This is an optimization exercise on Yosys and OpenROAD, whose aim is small area, a short achievable clock period and few clock cycles per item, not a production implementation.
Where RTL was checked, it was by simulation tests only, not by an equivalence proof against the original.
Only the layout flow was run in run 1; the RTL was not checked for function there.
Power is estimated from default activity; no workload was simulated.

## flow/design.v

```verilog
`default_nettype none
package gemm_pkg;
  typedef logic [32-1:0] beat_t;
  typedef logic [2*4*8-1:0] a_tile_t;
  typedef logic [2*4*4-1:0] b_tile_t;
  typedef logic signed [32-1:0] res_t;
  typedef logic [2*2*32-1:0] res_tile_t;
  typedef struct packed {
    a_tile_t a;
    b_tile_t b;
  } operand_t;
  typedef enum logic [2:0] {IDLE, LOAD, COMPUTE, DRAIN, DONE} ctrl_state_t;
endpackage
`default_nettype wire
`timescale 1ns/1ps
`default_nettype none
module tile_mac_s1 (
  input  wire  [31:0] a_row,
  input  wire  [15:0] b_row,
  output wire  [42:0] part
);
  wire e0 = 1'b0 ^ b_row[0];
  wire e1 = (b_row[1] & ~b_row[0] & ~1'b0) | (~b_row[1] & b_row[0] & 1'b0);
  wire p2 = ((e0 & a_row[0])) ^ b_row[1];
  wire p3 = ((e0 & a_row[1]) | (e1 & a_row[0])) ^ b_row[1];
  wire p4 = ((e0 & a_row[2]) | (e1 & a_row[1])) ^ b_row[1];
  wire p5 = ((e0 & a_row[3]) | (e1 & a_row[2])) ^ b_row[1];
  wire p6 = ((e0 & a_row[4]) | (e1 & a_row[3])) ^ b_row[1];
  wire p7 = ((e0 & a_row[5]) | (e1 & a_row[4])) ^ b_row[1];
  wire p8 = ((e0 & a_row[6]) | (e1 & a_row[5])) ^ b_row[1];
  wire p9 = ((e0 & a_row[7]) | (e1 & a_row[6])) ^ b_row[1];
  wire p10 = ((e0 & a_row[7]) | (e1 & a_row[7])) ^ b_row[1];
  wire p11 = ~p10;
  wire e12 = b_row[1] ^ b_row[2];
  wire e13 = (b_row[3] & ~b_row[2] & ~b_row[1]) | (~b_row[3] & b_row[2] & b_row[1]);
  wire p14 = ((e12 & a_row[0])) ^ b_row[3];
  wire p15 = ((e12 & a_row[1]) | (e13 & a_row[0])) ^ b_row[3];
  wire p16 = ((e12 & a_row[2]) | (e13 & a_row[1])) ^ b_row[3];
  wire p17 = ((e12 & a_row[3]) | (e13 & a_row[2])) ^ b_row[3];
  wire p18 = ((e12 & a_row[4]) | (e13 & a_row[3])) ^ b_row[3];
  wire p19 = ((e12 & a_row[5]) | (e13 & a_row[4])) ^ b_row[3];
  wire p20 = ((e12 & a_row[6]) | (e13 & a_row[5])) ^ b_row[3];
  wire p21 = ((e12 & a_row[7]) | (e13 & a_row[6])) ^ b_row[3];
  wire p22 = ((e12 & a_row[7]) | (e13 & a_row[7])) ^ b_row[3];
  wire p23 = ~p22;
  wire e24 = 1'b0 ^ b_row[4];
  wire e25 = (b_row[5] & ~b_row[4] & ~1'b0) | (~b_row[5] & b_row[4] & 1'b0);
  wire p26 = ((e24 & a_row[8])) ^ b_row[5];
  wire p27 = ((e24 & a_row[9]) | (e25 & a_row[8])) ^ b_row[5];
  wire p28 = ((e24 & a_row[10]) | (e25 & a_row[9])) ^ b_row[5];
  wire p29 = ((e24 & a_row[11]) | (e25 & a_row[10])) ^ b_row[5];
  wire p30 = ((e24 & a_row[12]) | (e25 & a_row[11])) ^ b_row[5];
  wire p31 = ((e24 & a_row[13]) | (e25 & a_row[12])) ^ b_row[5];
  wire p32 = ((e24 & a_row[14]) | (e25 & a_row[13])) ^ b_row[5];
  wire p33 = ((e24 & a_row[15]) | (e25 & a_row[14])) ^ b_row[5];
  wire p34 = ((e24 & a_row[15]) | (e25 & a_row[15])) ^ b_row[5];
  wire p35 = ~p34;
  wire e36 = b_row[5] ^ b_row[6];
  wire e37 = (b_row[7] & ~b_row[6] & ~b_row[5]) | (~b_row[7] & b_row[6] & b_row[5]);
  wire p38 = ((e36 & a_row[8])) ^ b_row[7];
  wire p39 = ((e36 & a_row[9]) | (e37 & a_row[8])) ^ b_row[7];
  wire p40 = ((e36 & a_row[10]) | (e37 & a_row[9])) ^ b_row[7];
  wire p41 = ((e36 & a_row[11]) | (e37 & a_row[10])) ^ b_row[7];
  wire p42 = ((e36 & a_row[12]) | (e37 & a_row[11])) ^ b_row[7];
  wire p43 = ((e36 & a_row[13]) | (e37 & a_row[12])) ^ b_row[7];
  wire p44 = ((e36 & a_row[14]) | (e37 & a_row[13])) ^ b_row[7];
  wire p45 = ((e36 & a_row[15]) | (e37 & a_row[14])) ^ b_row[7];
  wire p46 = ((e36 & a_row[15]) | (e37 & a_row[15])) ^ b_row[7];
  wire p47 = ~p46;
  wire e48 = 1'b0 ^ b_row[8];
  wire e49 = (b_row[9] & ~b_row[8] & ~1'b0) | (~b_row[9] & b_row[8] & 1'b0);
  wire p50 = ((e48 & a_row[16])) ^ b_row[9];
  wire p51 = ((e48 & a_row[17]) | (e49 & a_row[16])) ^ b_row[9];
  wire p52 = ((e48 & a_row[18]) | (e49 & a_row[17])) ^ b_row[9];
  wire p53 = ((e48 & a_row[19]) | (e49 & a_row[18])) ^ b_row[9];
  wire p54 = ((e48 & a_row[20]) | (e49 & a_row[19])) ^ b_row[9];
  wire p55 = ((e48 & a_row[21]) | (e49 & a_row[20])) ^ b_row[9];
  wire p56 = ((e48 & a_row[22]) | (e49 & a_row[21])) ^ b_row[9];
  wire p57 = ((e48 & a_row[23]) | (e49 & a_row[22])) ^ b_row[9];
  wire p58 = ((e48 & a_row[23]) | (e49 & a_row[23])) ^ b_row[9];
  wire p59 = ~p58;
  wire e60 = b_row[9] ^ b_row[10];
  wire e61 = (b_row[11] & ~b_row[10] & ~b_row[9]) | (~b_row[11] & b_row[10] & b_row[9]);
  wire p62 = ((e60 & a_row[16])) ^ b_row[11];
  wire p63 = ((e60 & a_row[17]) | (e61 & a_row[16])) ^ b_row[11];
  wire p64 = ((e60 & a_row[18]) | (e61 & a_row[17])) ^ b_row[11];
  wire p65 = ((e60 & a_row[19]) | (e61 & a_row[18])) ^ b_row[11];
  wire p66 = ((e60 & a_row[20]) | (e61 & a_row[19])) ^ b_row[11];
  wire p67 = ((e60 & a_row[21]) | (e61 & a_row[20])) ^ b_row[11];
  wire p68 = ((e60 & a_row[22]) | (e61 & a_row[21])) ^ b_row[11];
  wire p69 = ((e60 & a_row[23]) | (e61 & a_row[22])) ^ b_row[11];
  wire p70 = ((e60 & a_row[23]) | (e61 & a_row[23])) ^ b_row[11];
  wire p71 = ~p70;
  wire e72 = 1'b0 ^ b_row[12];
  wire e73 = (b_row[13] & ~b_row[12] & ~1'b0) | (~b_row[13] & b_row[12] & 1'b0);
  wire p74 = ((e72 & a_row[24])) ^ b_row[13];
  wire p75 = ((e72 & a_row[25]) | (e73 & a_row[24])) ^ b_row[13];
  wire p76 = ((e72 & a_row[26]) | (e73 & a_row[25])) ^ b_row[13];
  wire p77 = ((e72 & a_row[27]) | (e73 & a_row[26])) ^ b_row[13];
  wire p78 = ((e72 & a_row[28]) | (e73 & a_row[27])) ^ b_row[13];
  wire p79 = ((e72 & a_row[29]) | (e73 & a_row[28])) ^ b_row[13];
  wire p80 = ((e72 & a_row[30]) | (e73 & a_row[29])) ^ b_row[13];
  wire p81 = ((e72 & a_row[31]) | (e73 & a_row[30])) ^ b_row[13];
  wire p82 = ((e72 & a_row[31]) | (e73 & a_row[31])) ^ b_row[13];
  wire p83 = ~p82;
  wire e84 = b_row[13] ^ b_row[14];
  wire e85 = (b_row[15] & ~b_row[14] & ~b_row[13]) | (~b_row[15] & b_row[14] & b_row[13]);
  wire p86 = ((e84 & a_row[24])) ^ b_row[15];
  wire p87 = ((e84 & a_row[25]) | (e85 & a_row[24])) ^ b_row[15];
  wire p88 = ((e84 & a_row[26]) | (e85 & a_row[25])) ^ b_row[15];
  wire p89 = ((e84 & a_row[27]) | (e85 & a_row[26])) ^ b_row[15];
  wire p90 = ((e84 & a_row[28]) | (e85 & a_row[27])) ^ b_row[15];
  wire p91 = ((e84 & a_row[29]) | (e85 & a_row[28])) ^ b_row[15];
  wire p92 = ((e84 & a_row[30]) | (e85 & a_row[29])) ^ b_row[15];
  wire p93 = ((e84 & a_row[31]) | (e85 & a_row[30])) ^ b_row[15];
  wire p94 = ((e84 & a_row[31]) | (e85 & a_row[31])) ^ b_row[15];
  wire p95 = ~p94;
  wire s96 = b_row[13] ^ b_row[1] ^ b_row[5];
  wire c97 = (b_row[13] & b_row[1]) | (b_row[5] & (b_row[13] ^ b_row[1]));
  wire s98 = b_row[9] ^ s96 ^ p2;
  wire c99 = (b_row[9] & s96) | (p2 & (b_row[9] ^ s96));
  wire s100 = p26 ^ p50;
  wire c101 = p26 & p50;
  wire s102 = p74 ^ s100;
  wire c103 = p74 & s100;
  wire s104 = c97 ^ p27 ^ p3;
  wire c105 = (c97 & p27) | (p3 & (c97 ^ p27));
  wire s106 = p51 ^ p75 ^ c101;
  wire c107 = (p51 & p75) | (c101 & (p51 ^ p75));
  wire s108 = c99 ^ c103;
  wire c109 = c99 & c103;
  wire s110 = s104 ^ s106;
  wire c111 = s104 & s106;
  wire s112 = b_row[11] ^ b_row[15] ^ b_row[3];
  wire c113 = (b_row[11] & b_row[15]) | (b_row[3] & (b_row[11] ^ b_row[15]));
  wire s114 = b_row[7] ^ s112 ^ p14;
  wire c115 = (b_row[7] & s112) | (p14 & (b_row[7] ^ s112));
  wire s116 = p28 ^ p38 ^ p4;
  wire c117 = (p28 & p38) | (p4 & (p28 ^ p38));
  wire s118 = p52 ^ p62 ^ p76;
  wire c119 = (p52 & p62) | (p76 & (p52 ^ p62));
  wire s120 = p86 ^ c105 ^ s114;
  wire c121 = (p86 & c105) | (s114 & (p86 ^ c105));
  wire s122 = s116 ^ s118 ^ c107;
  wire c123 = (s116 & s118) | (c107 & (s116 ^ s118));
  wire s124 = c109 ^ c111;
  wire c125 = c109 & c111;
  wire s126 = c113 ^ p15 ^ p29;
  wire c127 = (c113 & p15) | (p29 & (c113 ^ p15));
  wire s128 = p39 ^ p5 ^ p53;
  wire c129 = (p39 & p5) | (p53 & (p39 ^ p5));
  wire s130 = p63 ^ p77 ^ p87;
  wire c131 = (p63 & p77) | (p87 & (p63 ^ p77));
  wire s132 = c115 ^ c117 ^ c119;
  wire c133 = (c115 & c117) | (c119 & (c115 ^ c117));
  wire s134 = s126 ^ s128 ^ s130;
  wire c135 = (s126 & s128) | (s130 & (s126 ^ s128));
  wire s136 = s132 ^ c121;
  wire c137 = s132 & c121;
  wire s138 = p16 ^ p30 ^ p40;
  wire c139 = (p16 & p30) | (p40 & (p16 ^ p30));
  wire s140 = p54 ^ p6 ^ p64;
  wire c141 = (p54 & p6) | (p64 & (p54 ^ p6));
  wire s142 = p78 ^ p88 ^ c127;
  wire c143 = (p78 & p88) | (c127 & (p78 ^ p88));
  wire s144 = c129 ^ c131 ^ s138;
  wire c145 = (c129 & c131) | (s138 & (c129 ^ c131));
  wire s146 = s140 ^ c133 ^ s142;
  wire c147 = (s140 & c133) | (s142 & (s140 ^ c133));
  wire s148 = p17 ^ p31 ^ p41;
  wire c149 = (p17 & p31) | (p41 & (p17 ^ p31));
  wire s150 = p55 ^ p65 ^ p7;
  wire c151 = (p55 & p65) | (p7 & (p55 ^ p65));
  wire s152 = p79 ^ p89 ^ c139;
  wire c153 = (p79 & p89) | (c139 & (p79 ^ p89));
  wire s154 = c141 ^ s148 ^ s150;
  wire c155 = (c141 & s148) | (s150 & (c141 ^ s148));
  wire s156 = c143 ^ s152;
  wire c157 = c143 & s152;
  wire s158 = p18 ^ p32 ^ p42;
  wire c159 = (p18 & p32) | (p42 & (p18 ^ p32));
  wire s160 = p56 ^ p66 ^ p8;
  wire c161 = (p56 & p66) | (p8 & (p56 ^ p66));
  wire s162 = p80 ^ p90 ^ c149;
  wire c163 = (p80 & p90) | (c149 & (p80 ^ p90));
  wire s164 = c151 ^ s158 ^ s160;
  wire c165 = (c151 & s158) | (s160 & (c151 ^ s158));
  wire s166 = c153 ^ s162;
  wire c167 = c153 & s162;
  wire s168 = p19 ^ p33 ^ p43;
  wire c169 = (p19 & p33) | (p43 & (p19 ^ p33));
  wire s170 = p57 ^ p67 ^ p81;
  wire c171 = (p57 & p67) | (p81 & (p57 ^ p67));
  wire s172 = p9 ^ p91 ^ c159;
  wire c173 = (p9 & p91) | (c159 & (p9 ^ p91));
  wire s174 = c161 ^ s168 ^ s170;
  wire c175 = (c161 & s168) | (s170 & (c161 ^ s168));
  wire s176 = c163 ^ s172;
  wire c177 = c163 & s172;
  wire s178 = p11 ^ p20 ^ p35;
  wire c179 = (p11 & p20) | (p35 & (p11 ^ p20));
  wire s180 = p44 ^ p59 ^ p68;
  wire c181 = (p44 & p59) | (p68 & (p44 ^ p59));
  wire s182 = p83 ^ p92 ^ c169;
  wire c183 = (p83 & p92) | (c169 & (p83 ^ p92));
  wire s184 = c171 ^ s178 ^ s180;
  wire c185 = (c171 & s178) | (s180 & (c171 ^ s178));
  wire s186 = c173 ^ s182;
  wire c187 = c173 & s182;
  wire s188 = p21 ^ p45 ^ p69;
  wire c189 = (p21 & p45) | (p69 & (p21 ^ p45));
  wire s190 = p93 ^ c179 ^ c181;
  wire c191 = (p93 & c179) | (c181 & (p93 ^ c179));
  wire s192 = s188 ^ c183;
  wire c193 = s188 & c183;
  wire s194 = 1'b1 ^ p23 ^ p47;
  wire c195 = (1'b1 & p23) | (p47 & (1'b1 ^ p23));
  wire s196 = p71 ^ p95 ^ c189;
  wire c197 = (p71 & p95) | (c189 & (p71 ^ p95));
  wire s198 = s194 ^ c191;
  wire c199 = s194 & c191;
  wire s200 = 1'b1 ^ c195;
  wire c201 = 1'b1 & c195;
  assign part = {1'b1, c201, c199, c197, s200, s198, c193, s196, s192, c187, c185, s190, s186, c177, s184, c175, s176, c167, s174, c165, s166, c157, s164, c155, c147, s156, s154, c145, s146, c137, s144, c135, s136, c125, c123, s134, s124, s122, s120, s110, s108, s102, s98};
endmodule
module tile_mac_s2 (
  input  wire  [42:0] part,
  output wire  [13:0] dot
);
  wire s0 = part[4] ^ part[5];
  wire c1 = part[4] & part[5];
  wire s2 = part[10] ^ part[7] ^ part[8];
  wire c3 = (part[10] & part[7]) | (part[8] & (part[10] ^ part[7]));
  wire s4 = part[9] ^ c1;
  wire c5 = part[9] & c1;
  wire s6 = part[11] ^ part[12] ^ part[13];
  wire c7 = (part[11] & part[12]) | (part[13] & (part[11] ^ part[12]));
  wire s8 = part[14] ^ c3 ^ c5;
  wire c9 = (part[14] & c3) | (c5 & (part[14] ^ c3));
  wire s10 = part[15] ^ part[16] ^ part[17];
  wire c11 = (part[15] & part[16]) | (part[17] & (part[15] ^ part[16]));
  wire s12 = part[18] ^ c7 ^ s10;
  wire c13 = (part[18] & c7) | (s10 & (part[18] ^ c7));
  wire s14 = part[19] ^ part[20] ^ part[21];
  wire c15 = (part[19] & part[20]) | (part[21] & (part[19] ^ part[20]));
  wire s16 = part[22] ^ c11 ^ s14;
  wire c17 = (part[22] & c11) | (s14 & (part[22] ^ c11));
  wire s18 = part[23] ^ part[24] ^ part[25];
  wire c19 = (part[23] & part[24]) | (part[25] & (part[23] ^ part[24]));
  wire s20 = part[26] ^ c15 ^ s18;
  wire c21 = (part[26] & c15) | (s18 & (part[26] ^ c15));
  wire s22 = part[27] ^ part[28] ^ part[29];
  wire c23 = (part[27] & part[28]) | (part[29] & (part[27] ^ part[28]));
  wire s24 = part[30] ^ c19 ^ s22;
  wire c25 = (part[30] & c19) | (s22 & (part[30] ^ c19));
  wire s26 = part[31] ^ part[32] ^ part[33];
  wire c27 = (part[31] & part[32]) | (part[33] & (part[31] ^ part[32]));
  wire s28 = part[34] ^ c23 ^ s26;
  wire c29 = (part[34] & c23) | (s26 & (part[34] ^ c23));
  wire s30 = part[35] ^ part[36] ^ part[37];
  wire c31 = (part[35] & part[36]) | (part[37] & (part[35] ^ part[36]));
  wire s32 = c27 ^ s30;
  wire c33 = c27 & s30;
  wire s34 = part[38] ^ part[39] ^ part[40];
  wire c35 = (part[38] & part[39]) | (part[40] & (part[38] ^ part[39]));
  wire s36 = c31 ^ s34;
  wire c37 = c31 & s34;
  wire s38 = part[41] ^ c35;
  wire c39 = part[41] & c35;
  wire [13:0] row_x = {part[42], c37, c33, s32, c25, c21, c17, c13, c9, s6, s2, part[6], part[2], part[0]};
  wire [13:0] row_y = {c39, s38, s36, c29, s28, s24, s20, s16, s12, s8, s4, s0, part[3], part[1]};
  assign dot = row_x + row_y;
endmodule
`default_nettype wire
`timescale 1ns/1ps
`default_nettype none
module w4a8_gemm_top (
  input  wire         ap_clk,
  input  wire         areset,
  input  wire         ap_start,
  input  wire         write_result,
  input  wire         a_req,
  input  wire  [31:0] a_data,
  input  wire         b_req,
  input  wire  [31:0] b_data,
  input  wire         out_ready,
  output wire         ap_idle,
  output wire         ap_done,
  output wire         ap_ready,
  output wire         a_ack,
  output wire         b_ack,
  output wire         out_valid,
  output wire  [31:0] out_data
);
  logic        run;        
  logic        done_q;
  logic        wr_q;
  logic        ack_a, ack_b;
  logic [1:0]  a_cnt;      
  logic        b_got;      
  logic [2:0]  cur;        
  logic [2:0]  sq;         
  logic [2:0]  pw;         
  logic        pv;         
  logic        ov;         
  logic [43-1:0] preg;
  logic [13:0] oreg;
  logic [31:0] areg;
  logic [31:0] breg;
  logic [43-1:0] part;
  logic [13:0] dot;
  wire xfer    = ov & out_ready;
  function automatic logic ok(input logic [2:0] w);
    ok = run & wr_q & b_got & ~w[2] & (w[1] ? (a_cnt == 2'd2) : (a_cnt == 2'd1));
  endfunction
  wire ld_rdy  = run & wr_q & pv & (pw == cur);
  wire o_free  = ~ov | out_ready;
  wire load    = ld_rdy & o_free;
  wire [2:0] cur_p1 = cur + 3'd1;
  wire [2:0] cur_p2 = cur + 3'd2;
  wire [2:0] cur_n  = load ? cur_p1 : cur;
  wire sq_ok   = ok(sq);
  wire [2:0] sq_n0  = (sq_ok & (sq == cur))    ? cur_p1 : cur;
  wire [2:0] sq_n1  = (sq_ok & (sq == cur_p1)) ? cur_p2 : cur_p1;
  wire [2:0] sq_n   = load ? sq_n1 : sq_n0;
  wire a_free  = (a_cnt == 2'd0) | ((a_cnt == 2'd1) & (~wr_q | cur[1]));
  wire a_free1 = (a_cnt == 2'd1) & cur[0] & ld_rdy;
  wire take_a  = run & a_req & ~ack_a & (a_free | (a_free1 & o_free));
  wire take_b  = run & b_req & ~ack_b & ~b_got;
  wire tiles   = (a_cnt == 2'd2) & ~ack_a & b_got & ~ack_b;
  wire fin     = run & tiles & (~wr_q | (cur[2] & (~ov | out_ready)));
  tile_mac_s1 mac_s1 (
    .a_row (areg),
    .b_row (sq[0] ? breg[31:16] : breg[15:0]),
    .part  (part)
  );
  tile_mac_s2 mac_s2 (
    .part  (preg),
    .dot   (dot)
  );
  always_ff @(posedge ap_clk) begin
    if (areset) begin
      run    <= 1'b0;
      done_q <= 1'b0;
      wr_q   <= 1'b0;
      ack_a  <= 1'b0;
      ack_b  <= 1'b0;
      a_cnt  <= '0;
      b_got  <= 1'b0;
      cur    <= '0;
      sq     <= '0;
      pw     <= '0;
      pv     <= 1'b0;
      ov     <= 1'b0;
    end else begin
      done_q <= fin;
      if (~run) begin
        if (ap_start & ~done_q) begin
          run   <= 1'b1;
          wr_q  <= write_result;
          a_cnt <= '0;
          b_got <= 1'b0;
          cur   <= '0;
          sq    <= '0;
        end
      end else if (fin) begin
        run <= 1'b0;
      end
      if (take_a) begin
        ack_a <= 1'b1;
        a_cnt <= a_cnt + 2'd1;
      end else if (~a_req) begin
        ack_a <= 1'b0;
      end
      if (take_b) begin
        ack_b <= 1'b1;
        b_got <= 1'b1;
      end else if (~b_req) begin
        ack_b <= 1'b0;
      end
      if (run) begin
        cur  <= cur_n;
        sq   <= sq_n;
      end
      pw   <= sq;
      pv   <= sq_ok;
      if (load) begin
        ov   <= 1'b1;
      end else if (xfer) begin
        ov   <= 1'b0;
      end
    end
  end
  always_ff @(posedge ap_clk) begin
    if (take_a) areg <= a_data;
    if (take_b) breg <= b_data;
    preg <= part;
    if (load)   oreg <= dot;
  end
  assign ap_idle   = ~run;
  assign ap_done   = done_q;
  assign ap_ready  = done_q;
  assign a_ack     = ack_a;
  assign b_ack     = ack_b;
  assign out_valid = ov;
  assign out_data  = {{18{oreg[13]}}, oreg};
endmodule
`default_nettype wire
```

## flow/flow/run.sh

```bash
#!/bin/bash
set -euo pipefail
D=$PWD
SETUP_MARGIN=${SETUP_MARGIN:-5}
bash standard.sh synth > synth.log 2>&1
make -C "$FLOW_HOME" DESIGN_CONFIG=$D/config.mk WORK_HOME=$D/orfs CLKGATE_MAP_FILE= \
  SYNTH_SCRIPT=$D/synth_recipe.tcl \
  BUFFER_PORTS_ARGS="-buffer_cell sky130_fd_sc_hd__buf_2" \
  CTS_ARGS="-sink_clustering_enable -repair_clock_nets -dont_use_dummy_load -buf_list {sky130_fd_sc_hd__clkbuf_4 sky130_fd_sc_hd__clkbuf_8}" \
  SETUP_SLACK_MARGIN=$SETUP_MARGIN finish > layout.log 2>&1
R=$D/orfs/results/sky130hd/w4a8_gemm_top/base
: # left out here: write the final layout as DEF
```

## flow/standard.sh

```bash
#!/bin/bash
# synth_recipe.tcl (not shown) runs the flow's synth.tcl, then flattens the netlist and writes it again
# the make line also repeats each setting of config.mk as NAME=value (left out here)
make -C /OpenROAD-flow-scripts/flow DESIGN_CONFIG=/design/flow/config.mk WORK_HOME=/design/flow/orfs CLKGATE_MAP_FILE= SYNTH_SCRIPT=/design/flow/synth_recipe.tcl "${@:-finish}"
```

## flow/config.mk

```make
export PLATFORM = sky130hd
export DESIGN_NAME = w4a8_gemm_top
export DESIGN_NICKNAME = w4a8_gemm_top
export VERILOG_FILES = /design/flow/design.v
export SDC_FILE = /design/flow/constraint.sdc
export NUM_CORES = 4
export LEC_CHECK = 0
export CAP_MARGIN = 20
export CORE_MARGIN = 2
export CORE_UTILIZATION = 50
export CTS_BUF_LIST = sky130_fd_sc_hd__clkbuf_4 sky130_fd_sc_hd__clkbuf_8
export GPL_TIMING_DRIVEN = 1
export SLEW_MARGIN = 20
```

## flow/constraint.sdc

```tcl
create_clock -name core_clock -period 8.0 [get_ports {ap_clk}]
set_input_delay 1.6000 -clock core_clock [delete_from_list [all_inputs] [get_ports {ap_clk}]]
set_output_delay 1.6000 -clock core_clock [all_outputs]
set_load 0.01 [all_outputs]
```

==> results of run 1 <==
[cells in the final DEF, fill, tap and decap left out, types with 4 or more instances in the layout]
| cell type | instances |
|---|---|
| a21oi_1 | 15 |
| a221oi_2 | 9 |
| a22o_1 | 11 |
| a22oi_1 | 35 |
| and2_2 | 4 |
| buf_2 | 108 |
| buf_4 | 31 |
| clkbuf_8 | 17 |
| dfxtp_1 | 60 |
| edfxtp_1 | 78 |
| fa_1 | 47 |
| fa_2 | 8 |
| ha_1 | 33 |
| inv_1 | 83 |
| inv_4 | 5 |
| mux2i_1 | 61 |
| mux2i_4 | 9 |
| nand2_1 | 41 |
| nor2_1 | 51 |
| nor2_4 | 6 |
| nor2b_1 | 12 |
| nor3_1 | 7 |
| o21ai_0 | 26 |
| o21ai_1 | 6 |
| xnor2_1 | 20 |
| xor2_1 | 9 |
[what timing repair did]
item,CTS,global route
setup buffers,11,21
pin swaps,8,16
endpoints found under the setup margin,40,32
resized for setup,51,36
cloned,1,0
[registers in the layout, summed over array words and instances (netlist names), 2 cells and up]
name   flops
oreg      14
areg      32
pw         3
cur        3
breg      32
sq         3
preg      42
a_cnt      2
[power by group]
part           leakage (nW)  total, W  switching (W)  internal, W
combinational          2.86   0.00131       0.000707     0.000604
sequential             1.22  0.000958      0.0000476     0.000910
clock                 0.122  0.000409       0.000222     0.000187
total                  4.20   0.00268       0.000977      0.00170
[metal layers]
| metal | vias to the layer above | wire length (um) |
|---|---|---|
| met1 | 2760 | 8223 |
| met3 | 20 | 768 |
| li1 | 2802 | - |
| met4 | 0 | 316 |
| met5 | - | 0 |
| met2 | 158 | 9118 |
[through the flow]
| stage | instances | setup WS, ps |
|---|---|---|
| after floorplan | 745 | 4849 |
| after global placement | 1037 | 4380 |
| after detailed placement | 1037 | 4230 |
| after CTS | 1066 | 4888 |
| after global routing | 1088 | 4911 |
| final | 1088 | 4976 |
[logic make-up after synthesis]
kind of cell | after synthesis
simple gates | 148
flops | 139
buf+inv | 131
compound gates | 128
fa+ha+maj | 92
mux | 77
xor+xnor | 30
[worst max-delay path, cell delays in order (launching register included)]
cell	delay, ps
dfxtp_4	390
buf_12	160
mux2_2	440
inv_4	130
fa_1	450
fa_2	390
fa_1	410
inv_1	80
fa_1	430
[synthesized netlist by cell type, types with 4 or more instances]
master / instances
o21ai_0: 32
a22o_1: 11
inv_1: 88
edfxtp_1: 78
mux2i_1: 69
mux2_2: 5
xnor2_1: 21
a31oi_1: 4
and2_1: 7
clkbuf_1: 14
nor3_1: 7
a21oi_1: 16
a22oi_1: 36
nor2b_1: 13
buf_4: 19
ha_1: 35
nor2_1: 57
xor2_1: 9
a221oi_1: 12
nand2_1: 41
dfxtp_1: 61
fa_1: 55
[worst paths after layout]
kind	start	end	slack [ps]	cells past startpoint
max	sq[0]$_SDFFE_PP0P_	preg[14]$_DFF_P_	4980	8
min	ov$_SDFFE_PP0P_	ov$_SDFFE_PP0P_	510	2
max reg2reg	sq[0]$_SDFFE_PP0P_	preg[14]$_DFF_P_	4980	8
min reg2reg	ov$_SDFFE_PP0P_	ov$_SDFFE_PP0P_	510	2
[final cells by class]
| cell class | count | area [sq um] |
|---|---|---|
| Clock buffer | 17 | 234.0 |
| Fill cell | 1377 | 6551 |
| Inverter | 92 | 371.6 |
| Multi-Input combinational cell | 475 | 4508 |
| Sequential cell | 139 | 3567 |
| Tap cell | 220 | 275.3 |
| Timing Repair Buffer | 145 | 899.6 |
==> out/results.tsv, run 1 <==
stage	metric	value	unit
grt	Congestion Overflow GR	0	
synth	distinct cell type count after synthesis	53	
die	Initial Util	0.5061	
placed_design	total cell area at the placement stage	8996	sq um
routing	number of antenna-violating nets in the routed design	0	
synth	Post-Syn Instances	745	
placed_design	placer congestion estimate	0.9025	
timing	Hold Vio Cnt, Final	0	
clock_network	Clock H-tree levels	4	
clock_network	source-to-sink clock delay at the later pin of the worst-skew pair	460	ps
timing	WHS	505.4	ps
timing	worst rel slew slack	0.6198	
clock_network	CTS buffer count	17	
critical_path	data required time at the worst endpoint	8290	ps
routing	routed len/inst	16.94	um
critical_path	critical path data arrival time	3310	ps
die	die outline area	17650	sq um
routing	vias after detailed routing	5740	
hold_path	Min-Delay Path Class	flip-flop to flip-flop	
synth	Synth Area in XOR/XNOR	0.03165	
timing	setup_tns	0	ps
timing	Peak Freq	330.7	MHz
synth	leading post-synthesis cells by cell area	edfxtp_1 (28%), dfxtp_1 (15%), fa_1 (13%), mux2i_1 (8.3%), ha_1 (5.3%)	
timing	Worst Skew	38.04	ps
timing	count of final max-slew check failures	0	
timing	fraction of the cycle the final worst path needs	0.3780	
synth	synthesis-stage register bit count	139	
placed_design	buffers added on ports	108	
synth	share of synthesized area spent on multiplexers	0.09494	
die	chip height	132.9	um
final_layout	final non-filler cell area	9856	sq um
synth	fraction of synthesis flops using an asynchronous set or reset pin	0	
timing	Final Setup Violations	0	
clock_network	root buffer cell	clkbuf_8	
clock_network	Worst-path clk slew	80	ps
synth	post-synth top area cell	edfxtp_1	
timing	actual transition at the worst max-transition pin	570.3	ps
clock_network	hold buffer count at CTS	0	
clock_network	TritonCTS clock tree	yes	
synth	Synth Net Count	906	
routing	violation count after the first detailed-routing iteration	294	
synth	area fraction in compound gates after synthesis	0.1046	
grt	vias in the first global route	5766	
clock_network	Sink Count	139	
power	Power, Total	0.002677	W
placed_design	hpwl dp	14370	um
critical_path	critical path peak fanout	8	
critical_path	CP Class	flip-flop to flip-flop	
final_layout	number of antenna repair diodes	0	
grt	global-route wire length before repair	29410	um
timing	final critical delay including setup and external delays	3024	ps
final_layout	layout cell share with drive strength beyond 1	0.2684	
synth	Synth warnings	1	
synth	share of the synthesized area in the top cell type	0.2821	
synth	Avg Cell Area, Syn	11.14	sq um
routing	# DRC	0	
routing	Initial DRT Pass Iterations	5	
grt	pin count of the biggest net entering global routing	37	
die	Rows	47	
synth	Cell Area, Synth	8303	sq um
routing	Via density	5.276	
final_layout	synth-to-layout area growth	18.70	%
grt	Top Usage Layer GRT	met2	
flow_run	number of violations of the max-capacitance limit	0	
power	P_leak	4.200	nW
critical_path	element type at the critical path end	flip-flop	
die	CORE AREA	16410	sq um
timing	RSZ-0062 raised after global routing	yes	
die	top-level I/O count	109	
run_status	run status	timing/DRC/antenna clean	
synth	Post-synth top flop	edfxtp_1	
routing	Detailed Route WL	18430	um
grt	number of antenna violations at the first check in global routing	0	
clock_network	CTS Buffer Depth	2	
final_layout	final core occ	0.6007	
power	total power per unit cell area	271.6	nW/um^2
synth	synthesized-area fraction occupied by and/or/nand/nor cells	0.08363	
synth	dominant combinational cell family by area after synthesis	adder cells	
grt	global-route met1 utilization	0.2783	
synth	number of enable flip-flop cells after synthesis	78	
synth	synthesized-area fraction occupied by adder cells	0.1878	
die	horizontal die dimension	132.9	um
final_layout	number of nets in the layout	1031	
power	maximum vdd drop	0.2277	mV
critical_path	category of the worst setup path launch point	flip-flop	
grt	total global-route track usage	0.2171	
grt	met2 track demand over resource in global routing	0.3719	
synth	register area share after synthesis	0.4292	
grt	M3 GR Usage	0.04713	
==> run 2, diff against run 1 <==
--- a/flow/design.v
+++ b/flow/design.v
@@ -18,5 +18,5 @@
   input  wire  [31:0] a_row,
   input  wire  [15:0] b_row,
-  output wire  [42:0] part
+  output wire  [43:0] part
 );
   wire e0 = 1'b0 ^ b_row[0];
@@ -144,130 +144,120 @@
   wire s122 = s116 ^ s118 ^ c107;
   wire c123 = (s116 & s118) | (c107 & (s116 ^ s118));
-  wire s124 = c109 ^ c111;
-  wire c125 = c109 & c111;
-  wire s126 = c113 ^ p15 ^ p29;
-  wire c127 = (c113 & p15) | (p29 & (c113 ^ p15));
-  wire s128 = p39 ^ p5 ^ p53;
-  wire c129 = (p39 & p5) | (p53 & (p39 ^ p5));
-  wire s130 = p63 ^ p77 ^ p87;
-  wire c131 = (p63 & p77) | (p87 & (p63 ^ p77));
-  wire s132 = c115 ^ c117 ^ c119;
-  wire c133 = (c115 & c117) | (c119 & (c115 ^ c117));
-  wire s134 = s126 ^ s128 ^ s130;
-  wire c135 = (s126 & s128) | (s130 & (s126 ^ s128));
-  wire s136 = s132 ^ c121;
-  wire c137 = s132 & c121;
-  wire s138 = p16 ^ p30 ^ p40;
-  wire c139 = (p16 & p30) | (p40 & (p16 ^ p30));
-  wire s140 = p54 ^ p6 ^ p64;
-  wire c141 = (p54 & p6) | (p64 & (p54 ^ p6));
-  wire s142 = p78 ^ p88 ^ c127;
-  wire c143 = (p78 & p88) | (c127 & (p78 ^ p88));
-  wire s144 = c129 ^ c131 ^ s138;
-  wire c145 = (c129 & c131) | (s138 & (c129 ^ c131));
-  wire s146 = s140 ^ c133 ^ s142;
-  wire c147 = (s140 & c133) | (s142 & (s140 ^ c133));
-  wire s148 = p17 ^ p31 ^ p41;
-  wire c149 = (p17 & p31) | (p41 & (p17 ^ p31));
-  wire s150 = p55 ^ p65 ^ p7;
-  wire c151 = (p55 & p65) | (p7 & (p55 ^ p65));
-  wire s152 = p79 ^ p89 ^ c139;
-  wire c153 = (p79 & p89) | (c139 & (p79 ^ p89));
-  wire s154 = c141 ^ s148 ^ s150;
-  wire c155 = (c141 & s148) | (s150 & (c141 ^ s148));
-  wire s156 = c143 ^ s152;
-  wire c157 = c143 & s152;
-  wire s158 = p18 ^ p32 ^ p42;
-  wire c159 = (p18 & p32) | (p42 & (p18 ^ p32));
-  wire s160 = p56 ^ p66 ^ p8;
-  wire c161 = (p56 & p66) | (p8 & (p56 ^ p66));
-  wire s162 = p80 ^ p90 ^ c149;
-  wire c163 = (p80 & p90) | (c149 & (p80 ^ p90));
-  wire s164 = c151 ^ s158 ^ s160;
-  wire c165 = (c151 & s158) | (s160 & (c151 ^ s158));
-  wire s166 = c153 ^ s162;
-  wire c167 = c153 & s162;
-  wire s168 = p19 ^ p33 ^ p43;
-  wire c169 = (p19 & p33) | (p43 & (p19 ^ p33));
-  wire s170 = p57 ^ p67 ^ p81;
-  wire c171 = (p57 & p67) | (p81 & (p57 ^ p67));
-  wire s172 = p9 ^ p91 ^ c159;
-  wire c173 = (p9 & p91) | (c159 & (p9 ^ p91));
-  wire s174 = c161 ^ s168 ^ s170;
-  wire c175 = (c161 & s168) | (s170 & (c161 ^ s168));
-  wire s176 = c163 ^ s172;
-  wire c177 = c163 & s172;
-  wire s178 = p11 ^ p20 ^ p35;
-  wire c179 = (p11 & p20) | (p35 & (p11 ^ p20));
-  wire s180 = p44 ^ p59 ^ p68;
-  wire c181 = (p44 & p59) | (p68 & (p44 ^ p59));
-  wire s182 = p83 ^ p92 ^ c169;
-  wire c183 = (p83 & p92) | (c169 & (p83 ^ p92));
-  wire s184 = c171 ^ s178 ^ s180;
-  wire c185 = (c171 & s178) | (s180 & (c171 ^ s178));
-  wire s186 = c173 ^ s182;
-  wire c187 = c173 & s182;
-  wire s188 = p21 ^ p45 ^ p69;
-  wire c189 = (p21 & p45) | (p69 & (p21 ^ p45));
-  wire s190 = p93 ^ c179 ^ c181;
-  wire c191 = (p93 & c179) | (c181 & (p93 ^ c179));
-  wire s192 = s188 ^ c183;
-  wire c193 = s188 & c183;
-  wire s194 = 1'b1 ^ p23 ^ p47;
-  wire c195 = (1'b1 & p23) | (p47 & (1'b1 ^ p23));
-  wire s196 = p71 ^ p95 ^ c189;
-  wire c197 = (p71 & p95) | (c189 & (p71 ^ p95));
-  wire s198 = s194 ^ c191;
-  wire c199 = s194 & c191;
-  wire s200 = 1'b1 ^ c195;
-  wire c201 = 1'b1 & c195;
-  assign part = {1'b1, c201, c199, c197, s200, s198, c193, s196, s192, c187, c185, s190, s186, c177, s184, c175, s176, c167, s174, c165, s166, c157, s164, c155, c147, s156, s154, c145, s146, c137, s144, c135, s136, c125, c123, s134, s124, s122, s120, s110, s108, s102, s98};
+  wire s124 = c113 ^ p15 ^ p29;
+  wire c125 = (c113 & p15) | (p29 & (c113 ^ p15));
+  wire s126 = p39 ^ p5 ^ p53;
+  wire c127 = (p39 & p5) | (p53 & (p39 ^ p5));
+  wire s128 = p63 ^ p77 ^ p87;
+  wire c129 = (p63 & p77) | (p87 & (p63 ^ p77));
+  wire s130 = c115 ^ c117 ^ c119;
+  wire c131 = (c115 & c117) | (c119 & (c115 ^ c117));
+  wire s132 = s124 ^ s126 ^ s128;
+  wire c133 = (s124 & s126) | (s128 & (s124 ^ s126));
+  wire s134 = p16 ^ p30 ^ p40;
+  wire c135 = (p16 & p30) | (p40 & (p16 ^ p30));
+  wire s136 = p54 ^ p6 ^ p64;
+  wire c137 = (p54 & p6) | (p64 & (p54 ^ p6));
+  wire s138 = p78 ^ p88 ^ c125;
+  wire c139 = (p78 & p88) | (c125 & (p78 ^ p88));
+  wire s140 = c127 ^ c129 ^ s134;
+  wire c141 = (c127 & c129) | (s134 & (c127 ^ c129));
+  wire s142 = s136 ^ c131;
+  wire c143 = s136 & c131;
+  wire s144 = p17 ^ p31 ^ p41;
+  wire c145 = (p17 & p31) | (p41 & (p17 ^ p31));
+  wire s146 = p55 ^ p65 ^ p7;
+  wire c147 = (p55 & p65) | (p7 & (p55 ^ p65));
+  wire s148 = p79 ^ p89 ^ c135;
+  wire c149 = (p79 & p89) | (c135 & (p79 ^ p89));
+  wire s150 = c137 ^ s144 ^ s146;
+  wire c151 = (c137 & s144) | (s146 & (c137 ^ s144));
+  wire s152 = c139 ^ s148;
+  wire c153 = c139 & s148;
+  wire s154 = p18 ^ p32 ^ p42;
+  wire c155 = (p18 & p32) | (p42 & (p18 ^ p32));
+  wire s156 = p56 ^ p66 ^ p8;
+  wire c157 = (p56 & p66) | (p8 & (p56 ^ p66));
+  wire s158 = p80 ^ p90 ^ c145;
+  wire c159 = (p80 & p90) | (c145 & (p80 ^ p90));
+  wire s160 = c147 ^ s154 ^ s156;
+  wire c161 = (c147 & s154) | (s156 & (c147 ^ s154));
+  wire s162 = c149 ^ s158;
+  wire c163 = c149 & s158;
+  wire s164 = p19 ^ p33 ^ p43;
+  wire c165 = (p19 & p33) | (p43 & (p19 ^ p33));
+  wire s166 = p57 ^ p67 ^ p81;
+  wire c167 = (p57 & p67) | (p81 & (p57 ^ p67));
+  wire s168 = p9 ^ p91 ^ c155;
+  wire c169 = (p9 & p91) | (c155 & (p9 ^ p91));
+  wire s170 = c157 ^ s164 ^ s166;
+  wire c171 = (c157 & s164) | (s166 & (c157 ^ s164));
+  wire s172 = c159 ^ s168;
+  wire c173 = c159 & s168;
+  wire s174 = p11 ^ p20 ^ p35;
+  wire c175 = (p11 & p20) | (p35 & (p11 ^ p20));
+  wire s176 = p44 ^ p59 ^ p68;
+  wire c177 = (p44 & p59) | (p68 & (p44 ^ p59));
+  wire s178 = p83 ^ p92 ^ c165;
+  wire c179 = (p83 & p92) | (c165 & (p83 ^ p92));
+  wire s180 = c167 ^ s174 ^ s176;
+  wire c181 = (c167 & s174) | (s176 & (c167 ^ s174));
+  wire s182 = c169 ^ s178;
+  wire c183 = c169 & s178;
+  wire s184 = p21 ^ p45 ^ p69;
+  wire c185 = (p21 & p45) | (p69 & (p21 ^ p45));
+  wire s186 = p93 ^ c175 ^ c177;
+  wire c187 = (p93 & c175) | (c177 & (p93 ^ c175));
+  wire s188 = s184 ^ c179;
+  wire c189 = s184 & c179;
+  wire s190 = 1'b1 ^ p23 ^ p47;
+  wire c191 = (1'b1 & p23) | (p47 & (1'b1 ^ p23));
+  wire s192 = p71 ^ p95 ^ c185;
+  wire c193 = (p71 & p95) | (c185 & (p71 ^ p95));
+  assign part = {1'b1, c193, c191, 1'b1, c189, s192, c187, s190, s188, c183, c181, s186, s182, c173, s180, c171, s172, c163, s170, c161, s162, c153, s160, c151, s152, c143, s150, c141, s142, s140, c133, s138, c123, s132, c121, s130, s122, s120, c111, c109, s110, s108, s102, s98};
 endmodule
 module tile_mac_s2 (
-  input  wire  [42:0] part,
+  input  wire  [43:0] part,
   output wire  [13:0] dot
 );
-  wire s0 = part[4] ^ part[5];
-  wire c1 = part[4] & part[5];
-  wire s2 = part[10] ^ part[7] ^ part[8];
-  wire c3 = (part[10] & part[7]) | (part[8] & (part[10] ^ part[7]));
+  wire s0 = part[4] ^ part[5] ^ part[6];
+  wire c1 = (part[4] & part[5]) | (part[6] & (part[4] ^ part[5]));
+  wire s2 = part[10] ^ part[11] ^ part[8];
+  wire c3 = (part[10] & part[11]) | (part[8] & (part[10] ^ part[11]));
   wire s4 = part[9] ^ c1;
   wire c5 = part[9] & c1;
-  wire s6 = part[11] ^ part[12] ^ part[13];
-  wire c7 = (part[11] & part[12]) | (part[13] & (part[11] ^ part[12]));
-  wire s8 = part[14] ^ c3 ^ c5;
-  wire c9 = (part[14] & c3) | (c5 & (part[14] ^ c3));
-  wire s10 = part[15] ^ part[16] ^ part[17];
-  wire c11 = (part[15] & part[16]) | (part[17] & (part[15] ^ part[16]));
-  wire s12 = part[18] ^ c7 ^ s10;
-  wire c13 = (part[18] & c7) | (s10 & (part[18] ^ c7));
-  wire s14 = part[19] ^ part[20] ^ part[21];
-  wire c15 = (part[19] & part[20]) | (part[21] & (part[19] ^ part[20]));
-  wire s16 = part[22] ^ c11 ^ s14;
-  wire c17 = (part[22] & c11) | (s14 & (part[22] ^ c11));
-  wire s18 = part[23] ^ part[24] ^ part[25];
-  wire c19 = (part[23] & part[24]) | (part[25] & (part[23] ^ part[24]));
-  wire s20 = part[26] ^ c15 ^ s18;
-  wire c21 = (part[26] & c15) | (s18 & (part[26] ^ c15));
-  wire s22 = part[27] ^ part[28] ^ part[29];
-  wire c23 = (part[27] & part[28]) | (part[29] & (part[27] ^ part[28]));
-  wire s24 = part[30] ^ c19 ^ s22;
-  wire c25 = (part[30] & c19) | (s22 & (part[30] ^ c19));
-  wire s26 = part[31] ^ part[32] ^ part[33];
-  wire c27 = (part[31] & part[32]) | (part[33] & (part[31] ^ part[32]));
-  wire s28 = part[34] ^ c23 ^ s26;
-  wire c29 = (part[34] & c23) | (s26 & (part[34] ^ c23));
-  wire s30 = part[35] ^ part[36] ^ part[37];
-  wire c31 = (part[35] & part[36]) | (part[37] & (part[35] ^ part[36]));
-  wire s32 = c27 ^ s30;
-  wire c33 = c27 & s30;
-  wire s34 = part[38] ^ part[39] ^ part[40];
-  wire c35 = (part[38] & part[39]) | (part[40] & (part[38] ^ part[39]));
+  wire s6 = part[12] ^ part[13] ^ part[14];
+  wire c7 = (part[12] & part[13]) | (part[14] & (part[12] ^ part[13]));
+  wire s8 = part[15] ^ c3 ^ s6;
+  wire c9 = (part[15] & c3) | (s6 & (part[15] ^ c3));
+  wire s10 = part[16] ^ part[17] ^ part[18];
+  wire c11 = (part[16] & part[17]) | (part[18] & (part[16] ^ part[17]));
+  wire s12 = part[19] ^ c7 ^ s10;
+  wire c13 = (part[19] & c7) | (s10 & (part[19] ^ c7));
+  wire s14 = part[20] ^ part[21] ^ part[22];
+  wire c15 = (part[20] & part[21]) | (part[22] & (part[20] ^ part[21]));
+  wire s16 = part[23] ^ c11 ^ s14;
+  wire c17 = (part[23] & c11) | (s14 & (part[23] ^ c11));
+  wire s18 = part[24] ^ part[25] ^ part[26];
+  wire c19 = (part[24] & part[25]) | (part[26] & (part[24] ^ part[25]));
+  wire s20 = part[27] ^ c15 ^ s18;
+  wire c21 = (part[27] & c15) | (s18 & (part[27] ^ c15));
+  wire s22 = part[28] ^ part[29] ^ part[30];
+  wire c23 = (part[28] & part[29]) | (part[30] & (part[28] ^ part[29]));
+  wire s24 = part[31] ^ c19 ^ s22;
+  wire c25 = (part[31] & c19) | (s22 & (part[31] ^ c19));
+  wire s26 = part[32] ^ part[33] ^ part[34];
+  wire c27 = (part[32] & part[33]) | (part[34] & (part[32] ^ part[33]));
+  wire s28 = part[35] ^ c23 ^ s26;
+  wire c29 = (part[35] & c23) | (s26 & (part[35] ^ c23));
+  wire s30 = part[36] ^ part[37] ^ part[38];
+  wire c31 = (part[36] & part[37]) | (part[38] & (part[36] ^ part[37]));
+  wire s32 = part[39] ^ c27 ^ s30;
+  wire c33 = (part[39] & c27) | (s30 & (part[39] ^ c27));
+  wire s34 = part[40] ^ part[41] ^ part[42];
+  wire c35 = (part[40] & part[41]) | (part[42] & (part[40] ^ part[41]));
   wire s36 = c31 ^ s34;
   wire c37 = c31 & s34;
-  wire s38 = part[41] ^ c35;
-  wire c39 = part[41] & c35;
-  wire [13:0] row_x = {part[42], c37, c33, s32, c25, c21, c17, c13, c9, s6, s2, part[6], part[2], part[0]};
-  wire [13:0] row_y = {c39, s38, s36, c29, s28, s24, s20, s16, s12, s8, s4, s0, part[3], part[1]};
+  wire [13:0] row_x = {part[43], c35, s36, c29, c25, c21, c17, c13, c9, c5, s2, part[7], part[2], part[0]};
+  wire [13:0] row_y = {1'b0, c37, c33, s32, s28, s24, s20, s16, s12, s8, s4, s0, part[3], part[1]};
   assign dot = row_x + row_y;
 endmodule
@@ -304,9 +294,9 @@
   logic        pv;         
   logic        ov;         
-  logic [43-1:0] preg;
+  logic [44-1:0] preg;
   logic [13:0] oreg;
   logic [31:0] areg;
   logic [31:0] breg;
-  logic [43-1:0] part;
+  logic [44-1:0] part;
   logic [13:0] dot;
   wire xfer    = ov & out_ready;
--- a/flow/flow/run.sh
+++ b/flow/flow/run.sh
@@ -2,5 +2,5 @@
 set -euo pipefail
 D=$PWD
-SETUP_MARGIN=${SETUP_MARGIN:-5}
+SETUP_MARGIN=${SETUP_MARGIN:-5.1}
 bash standard.sh synth > synth.log 2>&1
 make -C "$FLOW_HOME" DESIGN_CONFIG=$D/config.mk WORK_HOME=$D/orfs CLKGATE_MAP_FILE= \
==> out/results.tsv, run 2 <==
stage	metric	value	unit	change
die	Initial Util	0.5138		was 0.5061
grt	pin count of the biggest net entering global routing	35		was 37
hold_path	Min-Delay Path Class	flip-flop to flip-flop		unchanged
critical_path	standard cell with the maximum stage delay on the critical path	fa_1		unchanged
synth	synthesis-stage register bit count	139		unchanged
power	sw frac	0.3582		was 0.3648
clock_network	Sink Count	139		unchanged
clock_network	CTS buffer count	17		unchanged
critical_path	Worst Path Buf+Inv	0		was 3
power	combinational share of power	0.508		was 0.490
clock_network	hold buffer count at CTS	0		unchanged
synth	share of the synthesized area in the top cell type	0.2849		was 0.2821
final_layout	commonest non-fill, non-tap cells in the layout	buf_2 (108), inv_1 (83), edfxtp_1 (78), nor2_1 (60), mux2i_1 (59)		was buf_2 (108), inv_1 (83), edfxtp_1 (78), mux2i_1 (61), dfxtp_1 (60)
synth	Avg Cell Area, Syn	11.22	sq um	was 11.14 sq um
routing	# DRC	0		unchanged
timing	Worst Skew	18.57	ps	was 38.04 ps
clock_network	root buffer cell	clkbuf_8		unchanged
routing	routed len/inst	17.73	um	was 16.94 um
flow_run	number of violations of the max-capacitance limit	0		unchanged
final_layout	most common cell after layout, fill and taps aside	buf_2		unchanged
placed_design	buffers added on ports	108		unchanged
timing	Peak Freq	348.1	MHz	was 330.7 MHz
clock_network	source-to-sink clock delay at the later pin of the worst-skew pair	440	ps	was 460 ps
die	CORE AREA	16000	sq um	was 16410 sq um
critical_path	cell seen most often among critical-path stages	fa_1		unchanged
final_layout	synth-to-layout area growth	22.61	%	was 18.70%
timing	Final Setup Violations	0		unchanged
final_layout	number of nets in the layout	1022		was 1031
timing	actual transition at the worst max-transition pin	1010	ps	was 570.3 ps
routing	violation count after the first detailed-routing iteration	281		was 294
routing	Detailed Route WL	19130	um	was 18430 um
routing	vias after detailed routing	5765		was 5740
run_status	run status	timing/DRC/antenna clean		unchanged
final_layout	number of antenna repair diodes	0		unchanged
final_layout	sequential standard cell area	3570	sq um	was 3567 sq um
critical_path	r2r setup slk	5130	ps	was 4980 ps
synth	Cell Area, Synth	8222	sq um	was 8303 sq um
die	chip height	132.2	um	was 132.9 um
final_layout	layout filler cell count	1323		was 1377
critical_path	reg2reg start	mac_s2.part[20]$_DFF_P_		was sq[0]$_SDFFE_PP0P_
synth	Post-synth top flop	edfxtp_1		unchanged
synth	leading post-synthesis cells by cell area	edfxtp_1 (28%), dfxtp_1 (15%), fa_1 (13%), mux2i_1 (8.6%), ha_1 (4.7%)		was edfxtp_1 (28%), dfxtp_1 (15%), fa_1 (13%), mux2i_1 (8.3%), ha_1 (5.3%)
timing	RSZ-0062 raised after global routing	yes		unchanged
hold_path	instance count along the most critical hold path	2		unchanged
synth	fraction of synthesis flops using an asynchronous set or reset pin	0		unchanged
clock_network	Clock H-tree levels	4		unchanged
critical_path	element type at the critical path end	flip-flop		unchanged
critical_path	kind of cell adding the most delay to the critical path	adder cells		unchanged
critical_path	category of the worst setup path launch point	flip-flop		unchanged
grt	vias in the first global route	5890		was 5766
clock_network	CTS Buffer Depth	2		unchanged
routing	number of antenna-violating nets in the routed design	0		unchanged
synth	distinct cell type count after synthesis	50		was 53
synth	post-synth top area cell	edfxtp_1		unchanged
critical_path	critical path peak fanout	4		was 8
power	P_leak	4.239	nW	was 4.200 nW
routing	Initial DRT Pass Iterations	5		unchanged
critical_path	maximum cell stage delay along the critical path	560	ps	was 450 ps
synth	number of enable flip-flop cells after synthesis	78		unchanged
grt	global-route wire length before repair	30780	um	was 29410 um
clock_network	Worst-path clk slew	80	ps	about the same
placed_design	hpwl dp	13750	um	was 14370 um
power	internal power of the cells	0.001784	W	was 0.001700 W
critical_path	reg2reg path depth	9		was 8
timing	worst rel slew slack	0.3194		was 0.6198
synth	register area share after synthesis	0.4334		was 0.4292
routing	Via density	5.343		was 5.276
die	Rows	46		was 47
power	total power per unit cell area	275.8	nW/um^2	was 271.6 nW/um^2
power	Psw	0.0009957	W	was 0.0009765 W
final_layout	max reg flops	42		unchanged
die	horizontal die dimension	132.2	um	was 132.9 um
power	portion of total power attributed to sequential cells	0.342		was 0.358
timing	count of final max-slew check failures	0		unchanged
critical_path	data required time at the worst endpoint	8290	ps	about the same
power	maximum vdd drop	0.2600	mV	was 0.2277 mV
hold_path	worst hold path startpoint	ov$_SDFFE_PP0P_		unchanged
synth	most frequent cell after synthesis	inv_1		unchanged
hold_path	Hold Crit Endpoint	ov$_SDFFE_PP0P_		unchanged
grt	total global-route track usage	0.2290		was 0.2171
critical_path	reg2reg end	oreg[13]$_DFFE_PP_		was preg[14]$_DFF_P_
placed_design	placer congestion estimate	0.9105		was 0.9025
synth	Synth Net Count	890		was 906
critical_path	cell breakdown of the critical path	fa_1, fa_1, ha_4, a21oi_4, o211ai_1, a41oi_2, nor2_2, or3_1, a21oi_2		was buf_12, mux2_2, inv_4, fa_1, fa_2, fa_1, inv_1, fa_1
critical_path	CP Class	flip-flop to flip-flop		unchanged
critical_path	critical path data arrival time	3160	ps	was 3310 ps
die	top-level I/O count	109		unchanged
synth	Synth warnings	1		unchanged
grt	number of antenna violations at the first check in global routing	0		unchanged
grt	Congestion Overflow GR	0		unchanged
timing	setup_tns	0	ps	unchanged
timing	final critical delay including setup and external delays	2873	ps	was 3024 ps
power	Power, Total	0.002780	W	was 0.002677 W
synth	most frequent cells after synthesis	inv_1 (84), edfxtp_1 (78), mux2i_1 (71), nor2_1 (70), dfxtp_1 (61)		was inv_1 (88), edfxtp_1 (78), mux2i_1 (69), dfxtp_1 (61), nor2_1 (57)
clock_network	TritonCTS clock tree	yes		unchanged
power	clock share of power	0.150		was 0.153
timing	Hold Vio Cnt, Final	0		unchanged
final_layout	total area of multi-input combinational cells	4647	sq um	was 4508 sq um
final_layout	layout cell share with drive strength beyond 1	0.3105		was 0.2684
synth	Post-Syn Instances	733		was 745
die	die outline area	17480	sq um	was 17650 sq um
timing	fraction of the cycle the final worst path needs	0.3591		was 0.3780
==> run 2: area by class of cell <==
class | instances | share of cell area
clock buffers | 17 | 0.02321
inverters | 88 | 0.03413
multi-input cells | 462 | 0.4610
flip-flops and latches | 139 | 0.3541
well taps | 216 | 0.02681
repair buffers | 157 | 0.1008
==> run 2: kinds of logic (layout without fill, tap and decap cells) <==
group                    after synthesis  in the layout  synth area share
buffers and inverters                134            262           0.07061
flip-flops                           139            139            0.4334
adder cells (fa/ha/maj)               89             89            0.1848
XOR/XNOR                              32             32           0.03409
AO/OA/AOI/OAI                        124            125            0.1030
multiplexers                          77             78           0.09466
AND/OR/NAND/NOR                      138            138           0.07944
==> run 2: worst register-to-register path, delay by kind of cell, from the launching register on <==
kind	cells	cell delay (ps)
and+or+nand+nor	2	380
adders and majority gates	3	1320
DFF	1	320
AOI/OAI and AO/OA	4	710
==> run 2: per-stage QoR <==
step	cell area [sq um]	setup WS [ps]	hold WS (ps)	instances	util
6_report	10080	5127	511.1	1079	0.6300
4_1_cts	9668	5096	514.1	1050	0.6042
3_3_place_gp	8920	4483	494.5	1013	0.5575
3_5_place_dp	8920	4459	501.0	1013	0.5575
5_1_grt	10080	5047	550.6	1079	0.6300
2_1_floorplan	8357	4849	485.9	733	-
==> run 2: routing by layer <==
layer / wire (um) / GRT usage / vias to the layer above
li1: - / - / 2781
met1: 8234 / 0.2896 / 2774
met2: 9357 / 0.3811 / 167
met3: 899 / 0.05075 / 43
met4: 639 / 0.09737 / 0
met5: 0 / 0 / -
==> run 2: worst max path at each step <==
| stage | end | startpoint | depth (start not counted) |
|---|---|---|---|
| final | oreg[13]$_DFFE_PP_ | mac_s2.part[20]$_DFF_P_ | 9 |
| after global routing | oreg[13]$_DFFE_PP_ | mac_s2.part[20]$_DFF_P_ | 9 |
| after global placement | mac_s2.part[29]$_DFF_P_ | sq[0]$_SDFFE_PP0P_ | 8 |
| after floorplan | breg[0]$_DFFE_PP_ | b_req | 1 |
| after CTS | mac_s2.part[21]$_DFF_P_ | sq[0]$_SDFFE_PP0P_ | 9 |
| after detailed placement | a_cnt[0]$_SDFFE_PP0P_ | out_ready | 7 |
==> run 2: power groups by stage <==
stage                     combinational, W  clock, W  sequential, W
after floorplan                   0.000878         0       0.000951
after global placement             0.00108         0       0.000964
after detailed placement           0.00111         0       0.000964
after CTS                          0.00129  0.000426       0.000950
after global routing               0.00157  0.000458       0.000960
final                              0.00141  0.000417       0.000951
==> run 2: timing repair <==
action | CTS | global route
setup buffers | 17 | 29
cloned | 3 | 0
endpoints found under the hold margin | 0 | 0
gates resized for setup | 60 | 47
pin swaps | 16 | 28
setup endpoints to repair | 74 | 43
Testbench counts of run 2, summed over its fixed seeds: cycles 31,250, jobs 3,200.
==> run 3, diff against run 2 <==
--- a/flow/flow/run.sh
+++ b/flow/flow/run.sh
@@ -2,5 +2,5 @@
 set -euo pipefail
 D=$PWD
-SETUP_MARGIN=${SETUP_MARGIN:-5.1}
+SETUP_MARGIN=${SETUP_MARGIN:-5}
 bash standard.sh synth > synth.log 2>&1
 make -C "$FLOW_HOME" DESIGN_CONFIG=$D/config.mk WORK_HOME=$D/orfs CLKGATE_MAP_FILE= \
--- a/flow/config.mk
+++ b/flow/config.mk
@@ -6,4 +6,5 @@
 export NUM_CORES = 4
 export LEC_CHECK = 0
+export ABC_AREA = 1
 export CAP_MARGIN = 20
 export CORE_MARGIN = 2
==> out/results.tsv, run 3 <==
stage	metric	value	unit	change
critical_path	critical path data arrival time	3220	ps	was 3160 ps
synth	dominant combinational cell family by area after synthesis	adder cells		unchanged
run_status	run status	timing/DRC/antenna clean		unchanged
final_layout	max reg flops	42		unchanged
die	Initial Util	0.5164		was 0.5138
synth	Synth Net Count	984		was 890
flow_run	number of violations of the max-capacitance limit	0		unchanged
synth	most frequent cell after synthesis	inv_1		unchanged
final_layout	most common cell after layout, fill and taps aside	inv_1		was buf_2
synth	Avg Cell Area, Syn	9.991	sq um	was 11.22 sq um
synth	share of the synthesized area in the top cell type	0.2835		was 0.2849
synth	leading post-synthesis cells by cell area	edfxtp_1 (28%), dfxtp_1 (15%), fa_1 (13%), xor2_1 (7.3%), inv_1 (7.3%)		was edfxtp_1 (28%), dfxtp_1 (15%), fa_1 (13%), mux2i_1 (8.6%), ha_1 (4.7%)
critical_path	CP Class	flip-flop to flip-flop		unchanged
clock_network	CTS buffer count	17		unchanged
die	Rows	46		unchanged
hold_path	Min-Delay Path Class	flip-flop to flip-flop		unchanged
timing	Final Setup Violations	0		unchanged
grt	number of antenna violations at the first check in global routing	0		unchanged
synth	register area share after synthesis	0.4313		was 0.4334
synth	most frequent cells after synthesis	inv_1 (160), nand2_1 (124), edfxtp_1 (78), xor2_1 (69), dfxtp_1 (61)		was inv_1 (84), edfxtp_1 (78), mux2i_1 (71), nor2_1 (70), dfxtp_1 (61)
final_layout	commonest non-fill, non-tap cells in the layout	inv_1 (158), nand2_1 (118), buf_2 (108), edfxtp_1 (78), xor2_1 (69)		was buf_2 (108), inv_1 (83), edfxtp_1 (78), nor2_1 (60), mux2i_1 (59)
clock_network	Clock H-tree levels	4		unchanged
synth	Synth warnings	1		unchanged
placed_design	hpwl dp	13470	um	was 13750 um
synth	share of synthesized area spent on multiplexers	0.004391		was 0.09466
timing	fraction of the cycle the final worst path needs	0.3622		was 0.3591
synth	Post-synth top flop	edfxtp_1		unchanged
routing	vias after detailed routing	5824		was 5765
placed_design	Placed Cells incl. Taps	1121		was 1013
synth	Synth Area in XOR/XNOR	0.08268		was 0.03409
timing	Peak Freq	345.1	MHz	was 348.1 MHz
placed_design	placer congestion estimate	0.9504		was 0.9105
final_layout	number of antenna repair diodes	0		unchanged
die	horizontal die dimension	132.6	um	was 132.2 um
critical_path	cell breakdown of the critical path	buf_12, nand2_1, o21ai_1, nand2_1, nand2_1, nand2_2, o22ai_1, xor2_1, fa_1, fa_1, inv_1, ha_1		was fa_1, fa_1, ha_4, a21oi_4, o211ai_1, a41oi_2, nor2_2, or3_1, a21oi_2
final_layout	layout filler cell count	1435		was 1323
routing	routed len/inst	14.92	um	was 17.73 um
clock_network	Worst-path clk slew	70	ps	was 80 ps
timing	actual transition at the worst max-transition pin	429.4	ps	was 1010 ps
routing	number of antenna-violating nets in the routed design	0		unchanged
final_layout	number of nets in the layout	1092		was 1022
die	die outline area	17570	sq um	was 17480 sq um
critical_path	category of the worst setup path launch point	flip-flop		unchanged
grt	pin count of the biggest net entering global routing	34		was 35
critical_path	cell seen most often among critical-path stages	nand2_1		was fa_1
final_layout	number of standard cells in the layout, taps in and fillers out	1149		was 1079
clock_network	TritonCTS clock tree	yes		unchanged
routing	violation count after the first detailed-routing iteration	358		was 281
final_layout	total area of multi-input combinational cells	3901	sq um	was 4647 sq um
final_layout	sequential standard cell area	3565	sq um	was 3570 sq um
critical_path	maximum cell stage delay along the critical path	500	ps	was 560 ps
power	total power per unit cell area	309.3	nW/um^2	was 275.8 nW/um^2
synth	distinct cell type count after synthesis	42		was 50
routing	# DRC	0		unchanged
timing	worst rel slew slack	0.7130		was 0.3194
clock_network	CTS Buffer Depth	2		unchanged
timing	min setup slack post-route	5102	ps	was 5127 ps
synth	area fraction in compound gates after synthesis	0.09176		was 0.1030
timing	Worst Skew	22.97	ps	was 18.57 ps
grt	global-route wire length before repair	27420	um	was 30780 um
critical_path	standard cell with the maximum stage delay on the critical path	fa_1		unchanged
clock_network	Sink Count	139		unchanged
clock_network	root buffer cell	clkbuf_8		unchanged
critical_path	element type at the critical path end	flip-flop		unchanged
synth	Cell Area, Synth	8263	sq um	was 8222 sq um
routing	Initial DRT Pass Iterations	5		unchanged
power	P_leak	4.279	nW	was 4.239 nW
placed_design	placement-stage worst setup slack	4607	ps	was 4459 ps
die	top-level I/O count	109		unchanged
synth	synthesized-area fraction occupied by and/or/nand/nor cells	0.1051		was 0.07944
final_layout	final non-filler cell area	9261	sq um	was 10080 sq um
timing	count of final max-slew check failures	0		unchanged
placed_design	total cell area at the placement stage	8848	sq um	was 8920 sq um
synth	Post-Syn Instances	827		was 733
final_layout	synth-to-layout area growth	12.08	%	was 22.61%
die	CORE AREA	16000	sq um	unchanged
synth	synthesized-area fraction occupied by adder cells	0.1802		was 0.1848
routing	Detailed Route WL	17140	um	was 19130 um
synth	post-synth top area cell	edfxtp_1		unchanged
timing	Hold Vio Cnt, Final	0		unchanged
critical_path	data required time at the worst endpoint	8330	ps	was 8290 ps
synth	number of enable flip-flop cells after synthesis	78		unchanged
final_layout	layout cell share with drive strength beyond 1	0.1897		was 0.3105
timing	setup_tns	0	ps	unchanged
grt	total global-route track usage	0.2000		was 0.2290
routing	Via density	5.069		was 5.343
placed_design	buffers added on ports	108		unchanged
synth	fraction of synthesis flops using an asynchronous set or reset pin	0		unchanged
die	chip height	132.6	um	was 132.2 um
timing	RSZ-0062 raised after global routing	yes		unchanged
power	maximum vdd drop	0.2137	mV	was 0.2600 mV
timing	final critical delay including setup and external delays	2898	ps	was 2873 ps
grt	vias in the first global route	5794		was 5890
timing	WHS	494.3	ps	was 511.1 ps
clock_network	source-to-sink clock delay at the later pin of the worst-skew pair	450	ps	was 440 ps
critical_path	critical path peak fanout	24		was 4
grt	Congestion Overflow GR	0		unchanged
synth	synthesis-stage register bit count	139		unchanged
[run 3: changes by cell type in the layout (fill, tap and decap cells not counted), moves of 14 or more]
cell	before	now
mux2i_1	59	0
nand3_1	2	26
nor2_1	60	33
a22oi_1	25	0
nand2_1	23	118
inv_1	83	158
xnor2_1	23	9
o21ai_0	8	26
xor2_1	7	69
buf_4	37	10
o22ai_1	0	49
[run 3: critical path: cells and delay by family (launching register included)]
kind / cells / cell delay, ps
compound gates: 2 / 320
xor+xnor: 1 / 120
fa+ha+maj: 3 / 1210
buf+inv: 2 / 230
flops: 1 / 390
simple gates: 4 / 480
[run 3: what timing repair did]
item | 4_1_cts | 5_1_grt
resized for setup | 10 | 11
buffers inserted | 3 | 7
hold buffers | 0 | 0
pin swaps | 2 | 2
gates cloned | 0 | 1
setup endpoints to repair | 30 | 54
[run 3: through the flow]
stage	utilization	power [W]
3_5_place_dp	0.5530	0.002448
4_1_cts	0.5719	0.002871
2_1_floorplan	-	0.002118
3_3_place_gp	0.5530	0.002415
5_1_grt	0.5788	0.003147
6_report	0.5788	0.002865
[run 3: cells by family after synthesis]
family | after synthesis
flip-flops | 139
AND/OR/NAND/NOR | 205
XOR/XNOR | 78
adder cells (fa/ha/maj) | 86
AO/OA/AOI/OAI | 121
multiplexers | 2
buffers and inverters | 196
[run 3: path summary, 6_finish.rpt]
check	startpoint	endpoint	slack [ps]	cells past startpoint
worst max-delay path	sq[0]$_SDFFE_PP0P_	mac_s2.part[27]$_DFF_P_	5100	12
worst min-delay path	wr_q$_SDFFE_PP0P_	wr_q$_SDFFE_PP0P_	490	2
worst max register to register	sq[0]$_SDFFE_PP0P_	mac_s2.part[27]$_DFF_P_	5100	12
worst min register to register	wr_q$_SDFFE_PP0P_	wr_q$_SDFFE_PP0P_	490	2
[run 3: final cells by class]
| class | count | area share |
|---|---|---|
| tap | 216 | 0.02918 |
| timing repair inverter | 1 | 0.0008106 |
| sequential | 139 | 0.3849 |
| inverter | 164 | 0.06782 |
| timing repair buffer | 120 | 0.07079 |
| multi-input combinational | 492 | 0.4212 |
| clock buffer | 17 | 0.02526 |
[run 3: where the power goes]
group          switching [W]  internal (W)
clock network       0.000228      0.000187
registers          0.0000367      0.000944
logic               0.000870      0.000598
total                0.00114       0.00173
[run 3: routing by layer]
layer	track usage	vias to the layer above	share of wire
met5	0	-	0
met4	0.09438	0	0.031
met3	0.03218	42	0.055
met2	0.3423	210	0.50
met1	0.2484	2723	0.42
li1	-	2849	-

==> port drivers added, routing unchanged <==
How much do the figures lean on ideal ports? The routed layouts below were timed once more, with nothing changed but the port constraints.
Step 1 sets driving cells, clkbuf_16 on the clock port and buf_2 on the other inputs (assumed; they add their load-dependent delay and slew).
Step 2 adds t to the input delays and takes it off the output delays; t is the mean of the earliest and latest rising clock arrival at the registers after step 1. Input paths then give back, and output paths get back, about the clock's delay inside the block.
Three values: no drivers, after step 1, after step 2; two values: the first two.
| run | t, ns | setup slack, ns | worst slew at a driven data input, ns |
|---|---|---|---|
| run 1 | 0.478 | 4.976 / 4.976 / 4.695 | 0.04 |
| run 2 | 0.474 | 5.127 / 5.127 / 4.780 | 0.04 |
| run 3 | 0.477 | 5.102 / 5.102 / 4.662 | 0.04 |
After both steps setup and hold are still met in every run listed. The setup slack of run 3, which loses most, moves by 0.000 ns with the drivers and by -0.440 ns with both steps.
